Context: an optimization exercise on an open-source flow, tuned for small area and a short achievable clock period. The choices shown serve that exercise and are no tape-out recipe. The RTL was checked by simulation tests, not by an equivalence proof against the original design.

==> flow/design.v <==
package fifo_pkg;
    localparam int DEF_DATA_W = 8;
    localparam int DEF_ADDR_W = 8;
    localparam int FIFO_STD  = 0;
    localparam int FIFO_FWFT = 1;
    function automatic int clog2(input int value);
        int r;
        r = 0;
        while ((1 << r) < value) begin
            r = r + 1;
        end
        clog2 = r;
    endfunction
endpackage
module fifo_slot_mux
#(
    parameter int DATA_W = fifo_pkg::DEF_DATA_W
) (
    input  logic [DATA_W-1:0] hd,
    input  logic [DATA_W-1:0] sh,
    input  logic [DATA_W-1:0] ld,
    input  logic [DATA_W-1:0] q,
    input  logic [DATA_W-1:0] n,
    input  logic [DATA_W-1:0] x,
    output logic [DATA_W-1:0] y
);
    assign y = ~((hd & q) | (sh & n) | (ld & x));
endmodule
module fifo_slot_free (
    input  logic le_hi,
    input  logic ne_hi,
    input  logic le_lo,
    output logic free
);
    assign free = le_hi & (ne_hi | le_lo);
endmodule
module fifo_slot_ctl (
    input  logic free0,
    input  logic free1,
    input  logic rd,
    input  logic rd_n,
    output logic hd,
    output logic sh
);
    assign hd = ~(free0 | rd);
    assign sh = ~(free1 | rd_n);
endmodule
module fifo_slot_ld (
    input  logic hd,
    input  logic sh,
    output logic ld
);
    assign ld = ~(hd | sh);
endmodule
module sync_fifo_param
#(
    parameter int DATA_W    = fifo_pkg::DEF_DATA_W,
    parameter int ADDR_W    = fifo_pkg::DEF_ADDR_W,
    parameter int AF_THRESH = (1 << ADDR_W) - 2,
    parameter int AE_THRESH = 2
) (
    input  logic              sys_clk,
    input  logic              sys_rst,
    input  logic              wr_en,
    input  logic [DATA_W-1:0] din,
    input  logic              rd_en,
    output logic [DATA_W-1:0] dout,
    output logic              full,
    output logic              empty,
    output logic              almost_full,
    output logic              almost_empty,
    output logic [ADDR_W:0]   data_count,
    output logic              overflow,
    output logic              underflow
);
    localparam int CW    = ADDR_W + 1;
    localparam int DEPTH = 1 << ADDR_W;
    localparam logic [ADDR_W:0] DEPTH_C = CW'(DEPTH);
    localparam logic [ADDR_W:0] AF_C    = CW'(AF_THRESH);
    localparam logic [ADDR_W:0] AE_C    = CW'(AE_THRESH);
    logic            wr_acc;
    logic            rd_acc;
    logic            inc;
    logic            dec;
    logic            phase;          
    logic [ADDR_W:0] ncount;         
    logic            nfull;          
    logic            empty_i;        
    logic            empty_q;        
    logic            aempty_q;       
    logic [ADDR_W:0] count;
    logic [15:0]     le_hi;          
    logic [15:0]     ne_hi;          
    logic [14:0]     le_lo;          
    assign count = ~ncount;
    assign wr_acc = wr_en & nfull;
    assign rd_acc = rd_en & ~empty_i;
    assign inc    = wr_acc & ~rd_acc;
    assign dec    = rd_acc & ~wr_acc;
    logic [DATA_W*(DEPTH+1)-1:0] q;
    logic [DATA_W*DEPTH-1:0]     d;
    logic [DATA_W-1:0]           x;
    logic [DEPTH:0]              free;    
    assign q[DATA_W*(DEPTH+1)-1 -: DATA_W] = '0;
    assign x = din ^ {DATA_W{phase}};
    genvar i;
    generate
        for (i = 0; i < DEPTH; i++) begin : g_free
            fifo_slot_free u_free (
                .le_hi (le_hi[i/16]),
                .ne_hi (ne_hi[i/16]),
                .le_lo ((i % 16 == 15) ? 1'b1 : le_lo[(i % 16 == 15) ? 0 : i % 16]),
                .free  (free[i])
            );
        end
        assign free[DEPTH] = 1'b1;
        for (i = 0; i < DEPTH; i++) begin : g_slot
            logic hd, sh, ld;
            fifo_slot_ctl u_ctl (
                .free0 (free[i]),
                .free1 (free[i+1]),
                .rd    (rd_en),
                .rd_n  (~rd_en),
                .hd    (hd),
                .sh    (sh)
            );
            fifo_slot_ld u_ld (
                .hd (hd),
                .sh (sh),
                .ld (ld)
            );
            fifo_slot_mux #(.DATA_W(DATA_W)) u_mux (
                .hd ({DATA_W{hd}}),
                .sh ({DATA_W{sh}}),
                .ld ({DATA_W{ld}}),
                .q  (q[DATA_W*i +: DATA_W]),
                .n  (q[DATA_W*(i+1) +: DATA_W]),
                .x  (x),
                .y  (d[DATA_W*i +: DATA_W])
            );
        end
    endgenerate
    always_ff @(posedge sys_clk) begin
        q[DATA_W*DEPTH-1:0] <= d;
    end
    logic [ADDR_W:0] count_up, count_dn, count_next;
    logic            full_next, empty_next, af_next, ae_next;
    assign count_up = count + CW'(1);
    assign count_dn = count - CW'(1);
    always_comb begin
        if (inc) begin
            count_next = count_up;
            full_next  = (count_up == DEPTH_C);
            empty_next = 1'b0;
            af_next    = (count_up >= AF_C);
            ae_next    = (count_up <= AE_C);
        end else if (dec) begin
            count_next = count_dn;
            full_next  = 1'b0;
            empty_next = (count_dn == '0);
            af_next    = (count_dn >= AF_C);
            ae_next    = (count_dn <= AE_C);
        end else begin
            count_next = count;
            full_next  = (count == DEPTH_C);
            empty_next = (count == '0);
            af_next    = (count >= AF_C);
            ae_next    = (count <= AE_C);
        end
    end
    logic [15:0] le_hi_next, ne_hi_next, le_hi_up, ne_hi_up, le_hi_dn, ne_hi_dn;
    logic [14:0] le_lo_next, le_lo_up, le_lo_dn;
    logic        lo15, lo0;
    assign lo15 = ~le_lo[14];
    assign lo0  = le_lo[0];
    always_comb begin
        le_lo_up[0] = lo15;
        for (int b = 1; b < 15; b++) begin
            le_lo_up[b] = le_lo[b-1] | lo15;
        end
        for (int b = 0; b < 14; b++) begin
            le_lo_dn[b] = le_lo[b+1] & ~lo0;
        end
        le_lo_dn[14] = ~lo0;
        le_hi_up[0] = lo15 ? 1'b0 : le_hi[0];
        ne_hi_up[0] = lo15 ? 1'b1 : ne_hi[0];
        for (int a = 1; a < 16; a++) begin
            le_hi_up[a] = lo15 ? le_hi[a-1] : le_hi[a];
            ne_hi_up[a] = lo15 ? ne_hi[a-1] : ne_hi[a];
        end
        for (int a = 0; a < 15; a++) begin
            le_hi_dn[a] = lo0 ? le_hi[a+1] : le_hi[a];
            ne_hi_dn[a] = lo0 ? ne_hi[a+1] : ne_hi[a];
        end
        le_hi_dn[15] = lo0 ? 1'b1  : le_hi[15];
        ne_hi_dn[15] = lo0 ? nfull : ne_hi[15];
        if (inc) begin
            le_hi_next = le_hi_up;
            ne_hi_next = ne_hi_up;
            le_lo_next = le_lo_up;
        end else if (dec) begin
            le_hi_next = le_hi_dn;
            ne_hi_next = ne_hi_dn;
            le_lo_next = le_lo_dn;
        end else begin
            le_hi_next = le_hi;
            ne_hi_next = ne_hi;
            le_lo_next = le_lo;
        end
    end
    assign empty        = ~empty_q;
    assign almost_empty = ~aempty_q;
    always_ff @(posedge sys_clk or posedge sys_rst) begin
        if (sys_rst) begin
            le_hi        <= '1;
            ne_hi        <= 16'hfffe;
            le_lo        <= '1;
            phase        <= 1'b0;
            ncount       <= '1;
            nfull        <= 1'b1;
            empty_i      <= 1'b1;
            data_count   <= '0;
            full         <= 1'b0;
            empty_q      <= 1'b0;
            almost_full  <= 1'b0;
            aempty_q     <= 1'b0;
            overflow     <= 1'b0;
            underflow    <= 1'b0;
            dout         <= '0;
        end else begin
            le_hi        <= le_hi_next;
            ne_hi        <= ne_hi_next;
            le_lo        <= le_lo_next;
            phase        <= ~phase;
            ncount       <= ~count_next;
            nfull        <= ~full_next;
            empty_i      <= empty_next;
            data_count   <= count_next;
            full         <= full_next;
            empty_q      <= ~empty_next;
            almost_full  <= af_next;
            aempty_q     <= ~ae_next;
            overflow     <= wr_en & ~nfull;
            underflow    <= rd_en & empty_i;
            if (rd_acc) begin
                dout <= q[DATA_W-1:0] ^ {DATA_W{phase}};
            end
        end
    end
endmodule
==> flow/config.mk <==
export PLATFORM = sky130hd
export DESIGN_NAME = sync_fifo_param
export DESIGN_NICKNAME = sync_fifo_param
export VERILOG_FILES = /design/flow/design.v
export SDC_FILE = /design/flow/constraint.sdc
export NUM_CORES = 4
export LEC_CHECK = 0
export CAP_MARGIN = 20
export CORE_MARGIN = 2
export CORE_UTILIZATION = 50
export CTS_CLUSTER_DIAMETER = 100
export CTS_CLUSTER_SIZE = 25
export SETUP_SLACK_MARGIN = 1.9
export SLEW_MARGIN = 20
export SYNTH_HIERARCHICAL = 1
==> flow/constraint.sdc <==
create_clock -name core_clock -period 4.0 [get_ports {sys_clk}]
set_input_delay 0.8000 -clock core_clock [delete_from_list [all_inputs] [get_ports {sys_clk}]]
set_output_delay 0.8000 -clock core_clock [all_outputs]
set_load 0.01 [all_outputs]
standard.sh (not shown) runs the stock make flow with config.mk's settings and CLKGATE_MAP_FILE= SYNTH_SCRIPT=/design/flow/synth_recipe.tcl, a recipe that flattens the netlist after the stock synthesis.
==> flow/flow/run.sh <==
#!/bin/bash
# Layout of the design: the standard flow, with one step added after
# placement: flow/pull_out_regs.tcl moves the registers that drive output
# ports next to the ports' buffers and legalizes the placement again.
# Everything else, synthesis included, is the standard flow's. Each part's
# output goes to a log file of its own here; ORFS keeps each step's own log
# under orfs/logs/.
set -euo pipefail
bash standard.sh place > flow_place.log 2>&1
res=orfs/results/$FLOW_PLATFORM/sync_fifo_param/base
PLATFORM_DIR=$FLOW_HOME/platforms/$FLOW_PLATFORM PLACE_ODB=$res/3_place.odb \
  openroad -no_init -exit flow/pull_out_regs.tcl > flow_pull_out_regs.log 2>&1
bash standard.sh finish > flow_finish.log 2>&1
==> flow/flow/pull_out_regs.tcl <==
# After placement: move each register (and an inverter between it and the
# port buffer, if there is one) that drives an output port's buffer next
# to that buffer, then legalize. The output paths are the slowest paths of
# this design, and the registers otherwise sit far from their port.
set plat $::env(PLATFORM_DIR)
read_lef $plat/lef/sky130_fd_sc_hd.tlef
read_lef $plat/lef/sky130_fd_sc_hd_merged.lef
read_liberty $plat/lib/sky130_fd_sc_hd__tt_025C_1v80.lib
read_db $::env(PLACE_ODB)
set block [ord::get_db_block]

proc driver_inst {net} {
  foreach it [$net getITerms] {
    if {[$it isOutputSignal]} { return [$it getInst] }
  }
  return ""
}
proc input_net {inst} {
  foreach it [$inst getITerms] {
    if {[$it isInputSignal] && [$it getNet] != "NULL"} {
      set n [$it getNet]
      if {[$n getSigType] == "SIGNAL"} { return $n }
    }
  }
  return ""
}

set moved 0
foreach bt [$block getBTerms] {
  if {[$bt getIoType] != "OUTPUT"} continue
  set buf [driver_inst [$bt getNet]]
  if {$buf == ""} continue
  set loc [$buf getLocation]
  set src [driver_inst [input_net $buf]]
  for {set k 0} {$k < 2 && $src != ""} {incr k} {
    set m [[$src getMaster] getName]
    if {[$src isFixed]} break
    $src setLocation [lindex $loc 0] [lindex $loc 1]
    incr moved
    puts "moved $m [$src getName] to $loc"
    if {[string match "*__df*" $m]} break
    if {![string match "*__inv*" $m]} break
    set src [driver_inst [input_net $src]]
  }
}
puts "moved $moved instances"
detailed_placement
check_placement -verbose
write_db $::env(PLACE_ODB)
The starting point completed with no timing, DRC or antenna violations.
Rerun with:
==> flow/run.sh (new file) <==
#!/bin/bash
# synth_recipe.tcl (not shown) runs the flow's synth.tcl, then flattens the netlist and writes it again
# the make line also repeats each setting of config.mk as NAME=value (left out here)
make -C /OpenROAD-flow-scripts/flow DESIGN_CONFIG=/design/flow/config.mk WORK_HOME=/design/flow/orfs CLKGATE_MAP_FILE= SYNTH_SCRIPT=/design/flow/synth_recipe.tcl finish
removed: flow/flow/run.sh
removed: flow/flow/pull_out_regs.tcl
removed: flow/standard.sh
After rerunning: Cell count hardly moves. Cell area grows by 0.31%. Routed wire length is higher by 1.1%. Via count hardly moves. Worst setup slack improved by 6.4 ps. Maximum frequency stays flat. Synthesized area stays the same.

re-timing with driven ports:
The results above use ideal ports. As a check the final layouts listed here were re-extracted and re-timed, cells and wires unchanged. Step 1 assumes that a clkbuf_16 drives the clock port and a buf_2 every other input. Step 2 times the ports against the registers' clock, not the clock port: input delays grow and output delays shrink by t, the midpoint of the rising clock arrivals with the driver on. a / b / c = no drivers / after step 1 / after step 2; a / b = the first two.
run | t, ns | setup WS [ns] | worst setup path at the end
the first run | 0.790 | 1.786 / 1.797 / 1.007 | input to register
the second run | 0.813 | 1.793 / 1.766 / 0.990 | input to register
After both steps setup and hold are still met in every run listed. For the second run, which loses most, drivers alone change the setup slack by -0.027 ns; drivers and shift together by -0.803 ns.
